This is an optimization exercise on Yosys and OpenROAD, whose aim is small area, a short achievable clock period and few clock cycles per item, not a production implementation. Only simulation tests tie the RTL to the original design; equivalence was not proved. Power figures rest on the tool's default switching activity, not on a simulated workload.

==> flow/design.v <==
`timescale 1ns/1ns
package axil_pkg;
  typedef logic [31:0] addr_t;
  typedef logic [31:0] data_t;
  typedef logic [3:0] strb_t;
  typedef logic [1:0] resp_t;
endpackage
`timescale 1ns/1ns
package regfile_pkg;
  typedef logic [$clog2(128)-1:0] word_idx_t;
endpackage
`timescale 1ns/1ns
module axil_ctrl (
  input  logic            s_axi_aclk,
  input  logic            s_axi_aresetn,
  input  logic            awvalid,
  output logic            awready,
  input  axil_pkg::addr_t awaddr,
  input  logic            wvalid,
  output logic            wready,
  input  axil_pkg::data_t wdata,
  input  axil_pkg::strb_t wstrb,
  output logic            bvalid,
  input  logic            bready,
  output axil_pkg::resp_t bresp,
  input  logic            arvalid,
  output logic            arready,
  input  axil_pkg::addr_t araddr,
  output logic            rvalid,
  input  logic            rready,
  output axil_pkg::data_t rdata,
  output axil_pkg::resp_t rresp,
  output logic [15:0]                   mem_wr_hi_n,
  output logic [31:0]                   mem_wr_kb_n,
  output axil_pkg::data_t               mem_wr_data,
  output logic [15:0]                   mem_rd_hi,
  output logic [7:0]                    mem_rd_lo,
  input  axil_pkg::data_t               mem_rd_data
);
  localparam int BQ = 4;
  logic            aw_v, w_v;
  logic [15:0]     aw_hi_n;
  logic [7:0]      aw_lo;
  logic            aw_ok;
  axil_pkg::data_t w_data;
  axil_pkg::strb_t w_strb;
  logic [31:0]     kb_n;
  logic aw_hs, w_hs, fire, b_pop, push;
  logic aw_free, w_free;
  logic aw_v_n, w_v_n;
  logic aw_ok_in, aw_ok_n;
  logic [7:0] aw_lo_n;
  logic [3:0] w_strb_n;
  logic [BQ-1:0] cred, cred_n;
  logic [BQ-1:0] occ, occ_n;
  logic [BQ-1:0] bq, bq_n;            
  assign aw_hs    = awvalid && awready;
  assign w_hs     = wvalid && wready;
  assign fire     = aw_v && w_v;
  assign aw_free  = !aw_v || fire;
  assign w_free   = !w_v || fire;
  assign b_pop    = bvalid && bready;
  assign aw_ok_in = (awaddr < 128);
  assign aw_v_n   = aw_hs || (aw_v && !fire);
  assign w_v_n    = w_hs  || (w_v && !fire);
  assign aw_ok_n  = aw_free ? aw_ok_in : aw_ok;
  assign aw_lo_n  = aw_free ? (8'b1 << awaddr[2:0]) : aw_lo;
  assign w_strb_n = w_free ? wstrb : w_strb;
  assign push     = aw_v_n && w_v_n;
  always_comb begin
    if (aw_hs && !b_pop)      cred_n = {cred[BQ-2:0], 1'b1};
    else if (!aw_hs && b_pop) cred_n = {1'b0, cred[BQ-1:1]};
    else                      cred_n = cred;
    if (push && !b_pop)      occ_n = {occ[BQ-2:0], 1'b1};
    else if (!push && b_pop) occ_n = {1'b0, occ[BQ-1:1]};
    else                     occ_n = occ;
    bq_n = b_pop ? {1'b0, bq[BQ-1:1]} : bq;
    for (int i = 0; i < BQ; i++) begin
      if (push && (occ_n[i] && (i == BQ-1 || !occ_n[i+1]))) bq_n[i] = !aw_ok_n;
    end
  end
  always_ff @(posedge s_axi_aclk) begin
    aw_lo  <= aw_lo_n;
    aw_ok  <= aw_ok_n;
    w_strb <= w_strb_n;
  end
  always_ff @(posedge s_axi_aclk) begin
    if (!s_axi_aresetn) begin
      aw_hi_n <= '0;
      kb_n    <= '0;
      w_data <= '0;
    end else begin
      if (aw_free) aw_hi_n <= aw_ok_in ? ~(16'b1 << awaddr[6:3]) : 16'hffff;
      if (w_free) w_data <= wdata;
      for (int k = 0; k < 8; k++) begin
        for (int b = 0; b < 4; b++) begin
          kb_n[4*k+b] <= !(push && aw_lo_n[k] && w_strb_n[b]);
        end
      end
    end
  end
  always_ff @(posedge s_axi_aclk) begin
    if (!s_axi_aresetn) begin
      aw_v    <= 1'b0;
      w_v     <= 1'b0;
      awready <= 1'b1;
      wready  <= 1'b1;
      cred    <= '0;
      occ     <= '0;
      bq      <= '0;
    end else begin
      aw_v    <= aw_v_n;
      w_v     <= w_v_n;
      awready <= (!aw_v_n || w_v_n) && !cred_n[BQ-1];
      wready  <= !w_v_n || aw_v_n;
      cred    <= cred_n;
      occ     <= occ_n;
      bq      <= bq_n;
    end
  end
  assign bvalid = occ[0];
  assign bresp  = {2{bq[0]}};
  assign mem_wr_hi_n = aw_hi_n;
  assign mem_wr_kb_n = kb_n;
  assign mem_wr_data = w_data;
  logic                        m_v, s_v;
  logic [15:0]                 m_hi;
  logic [7:0]                  m_lo;
  logic                        m_ok, s_ok, in_ok, nx_ok;
  regfile_pkg::word_idx_t      s_idx, in_idx, nx_idx;
  logic ar_hs, move, out_free;
  logic m_v_n, s_v_n;
  assign ar_hs    = arvalid && arready;
  assign in_ok    = (araddr < 128);
  assign in_idx   = regfile_pkg::word_idx_t'(araddr);
  assign out_free = !rvalid || rready;
  assign move     = m_v && out_free;
  assign nx_idx   = s_v ? s_idx : in_idx;
  assign nx_ok    = s_v ? s_ok : in_ok;
  always_comb begin
    if (!m_v || move) begin
      m_v_n = s_v || ar_hs;
      s_v_n = s_v && ar_hs;
    end else begin
      m_v_n = 1'b1;
      s_v_n = s_v || ar_hs;
    end
  end
  always_ff @(posedge s_axi_aclk) begin
    if (!s_v) begin
      s_idx <= in_idx;
      s_ok  <= in_ok;
    end
  end
  always_ff @(posedge s_axi_aclk) begin
    if (!s_axi_aresetn) begin
      m_hi  <= '0;
      m_lo  <= '0;
      m_ok  <= 1'b0;
      rdata <= '0;
      rresp <= 2'b00;
    end else begin
      if (!m_v || move) begin
        m_hi  <= nx_ok ? (16'b1 << nx_idx[6:3]) : 16'b0;
        m_lo  <= 8'b1 << nx_idx[2:0];
        m_ok  <= nx_ok;
      end
      if (move) begin
        rdata <= mem_rd_data;
        rresp <= m_ok ? 2'b00 : 2'b11;
      end
    end
  end
  always_ff @(posedge s_axi_aclk) begin
    if (!s_axi_aresetn) begin
      m_v     <= 1'b0;
      s_v     <= 1'b0;
      arready <= 1'b1;
      rvalid  <= 1'b0;
    end else begin
      m_v     <= m_v_n;
      s_v     <= s_v_n;
      arready <= !(m_v_n && s_v_n);
      if (out_free) rvalid <= m_v;
    end
  end
  assign mem_rd_hi = m_hi;
  assign mem_rd_lo = m_lo;
endmodule
`timescale 1ns/1ns
module axil_word_mem (
  input  logic    s_axi_aclk,
  input  logic    s_axi_aresetn,
  input  logic [15:0]                port_wr_hi_n,
  input  logic [31:0]                port_wr_kb_n,
  input  axil_pkg::data_t            port_wr_data,
  input  logic [15:0]                port_rd_hi,
  input  logic [7:0]                 port_rd_lo,
  output axil_pkg::data_t            port_rd_data
);
  axil_pkg::data_t words [128];
  always_ff @(posedge s_axi_aclk) begin
    for (int g = 0; g < 16; g++) begin
      for (int k = 0; k < 8; k++) begin
        for (int b = 0; b < 4; b++) begin
          if (!(port_wr_hi_n[g] || port_wr_kb_n[4*k+b])) begin
            words[8*g+k][8*b +: 8] <= port_wr_data[8*b +: 8];
          end
        end
      end
    end
  end
  axil_pkg::data_t grp [16];
  always_comb begin
    for (int g = 0; g < 16; g++) begin
      grp[g] = '0;
      for (int k = 0; k < 8; k++) begin
        grp[g] = grp[g] | (words[8*g+k] & {32{port_rd_lo[k]}});
      end
    end
    port_rd_data = '0;
    for (int g = 0; g < 16; g++) begin
      port_rd_data = port_rd_data | (grp[g] & {32{port_rd_hi[g]}});
    end
  end
endmodule
`timescale 1ns/1ns
module axil_slave_top (
  input  logic            s_axi_aclk,
  input  logic            s_axi_aresetn,
  input  logic            s_axi_awvalid,
  output logic            s_axi_awready,
  input  axil_pkg::addr_t s_axi_awaddr,
  input  logic            s_axi_wvalid,
  output logic            s_axi_wready,
  input  axil_pkg::data_t s_axi_wdata,
  input  axil_pkg::strb_t s_axi_wstrb,
  output logic            s_axi_bvalid,
  input  logic            s_axi_bready,
  output axil_pkg::resp_t s_axi_bresp,
  input  logic            s_axi_arvalid,
  output logic            s_axi_arready,
  input  axil_pkg::addr_t s_axi_araddr,
  output logic            s_axi_rvalid,
  input  logic            s_axi_rready,
  output axil_pkg::data_t s_axi_rdata,
  output axil_pkg::resp_t s_axi_rresp
);
  logic [15:0]            mem_wr_hi_n;
  logic [31:0]            mem_wr_kb_n;
  axil_pkg::data_t        mem_wr_data;
  logic [15:0]            mem_rd_hi;
  logic [7:0]             mem_rd_lo;
  axil_pkg::data_t        mem_rd_data;
  axil_ctrl ctrl0 (
    .s_axi_aclk    (s_axi_aclk),
    .s_axi_aresetn (s_axi_aresetn),
    .awvalid       (s_axi_awvalid),
    .awready       (s_axi_awready),
    .awaddr        (s_axi_awaddr),
    .wvalid        (s_axi_wvalid),
    .wready        (s_axi_wready),
    .wdata         (s_axi_wdata),
    .wstrb         (s_axi_wstrb),
    .bvalid        (s_axi_bvalid),
    .bready        (s_axi_bready),
    .bresp         (s_axi_bresp),
    .arvalid       (s_axi_arvalid),
    .arready       (s_axi_arready),
    .araddr        (s_axi_araddr),
    .rvalid        (s_axi_rvalid),
    .rready        (s_axi_rready),
    .rdata         (s_axi_rdata),
    .rresp         (s_axi_rresp),
    .mem_wr_hi_n   (mem_wr_hi_n),
    .mem_wr_kb_n   (mem_wr_kb_n),
    .mem_wr_data   (mem_wr_data),
    .mem_rd_hi     (mem_rd_hi),
    .mem_rd_lo     (mem_rd_lo),
    .mem_rd_data   (mem_rd_data)
  );
  axil_word_mem mem0 (
    .s_axi_aclk    (s_axi_aclk),
    .s_axi_aresetn (s_axi_aresetn),
    .port_wr_hi_n  (mem_wr_hi_n),
    .port_wr_kb_n  (mem_wr_kb_n),
    .port_wr_data  (mem_wr_data),
    .port_rd_hi    (mem_rd_hi),
    .port_rd_lo    (mem_rd_lo),
    .port_rd_data  (mem_rd_data)
  );
endmodule
Settings: LEC_CHECK=0, CAP_MARGIN=20, CORE_MARGIN=2, CORE_UTILIZATION=45, CTS_CLUSTER_DIAMETER=60, CTS_CLUSTER_SIZE=20, PLACE_DENSITY=0.65, SETUP_SLACK_MARGIN=2.7, SLEW_MARGIN=20; clock period 5.5 ns.
run.sh (not shown) runs the stock make flow with config.mk's settings and CLKGATE_MAP_FILE= SYNTH_SCRIPT=/design/flow/synth_recipe.tcl, a recipe that flattens the netlist after the stock synthesis.
Testbench counts at the start, summed over its fixed seeds: cycles 16,150, transactions 16,000.
Then changed:
- CORE_UTILIZATION: 45 -> 35
- PLACE_DENSITY: 0.65 -> 0.55
- SETUP_SLACK_MARGIN: 2.7 -> 3.0
Outcome: The changed run finished clean; setup slack is better by 0.14 ns; first-iteration DRC count rose by 1.2%; worst hold slack gains 0.0051 ns; cell area is higher by 4.6%; sequential power is about the same; via count rose by 3.1%.
Then changed:
- SETUP_SLACK_MARGIN: 3.0 -> 2.7
First-iteration DRC count is lower by 13%.
Sequential power hardly moves.
Power went down by 0.81%.
Then changed:
- CORE_UTILIZATION: 35 -> 58
- PLACE_DENSITY: 0.55 -> 0.72
The new run passed the timing, DRC and antenna checks.
Total power is lower by 1.1%.
Setup slack got worse by 0.13 ns.
Maximum frequency is lower by 4.2%.
Clock power is lower by about 2%.
Final cell count is lower by 16%.

static timing again, ports no longer ideal:
How much do the figures lean on ideal ports? The routed layouts below were timed once more, with nothing changed but the port constraints. Step 1: set_driving_cell puts a clkbuf_16 on s_axi_aclk and a buf_2 on each other input, an assumption about the parent block. Step 2 also shifts input and output timing later by t, the mid clock arrival at the registers, as if the neighbouring blocks saw the same clock. Three values: ideal ports, drivers, drivers and shift; two values: the first two.
run | t, ns | setup slack, ns | clock arrival spread, ns | slew at the worst register clock pin (ns)
the first run | 1.011 | 2.596 / 2.596 / 1.967 | 0.087 / 0.087 | 0.09 / 0.09
the second run | 1.044 | 2.733 / 2.714 / 2.091 | 0.077 / 0.076 | 0.09 / 0.09
the third run | 1.033 | 2.677 / 2.561 / 1.868 | 0.070 / 0.070 | 0.09 / 0.09
the fourth run | 1.043 | 2.551 / 2.551 / 2.084 | 0.083 / 0.084 | 0.09 / 0.09
After both steps every run listed still meets setup and hold. For the third run, which loses most, drivers alone change the setup slack by -0.116 ns; drivers and shift together by -0.809 ns.
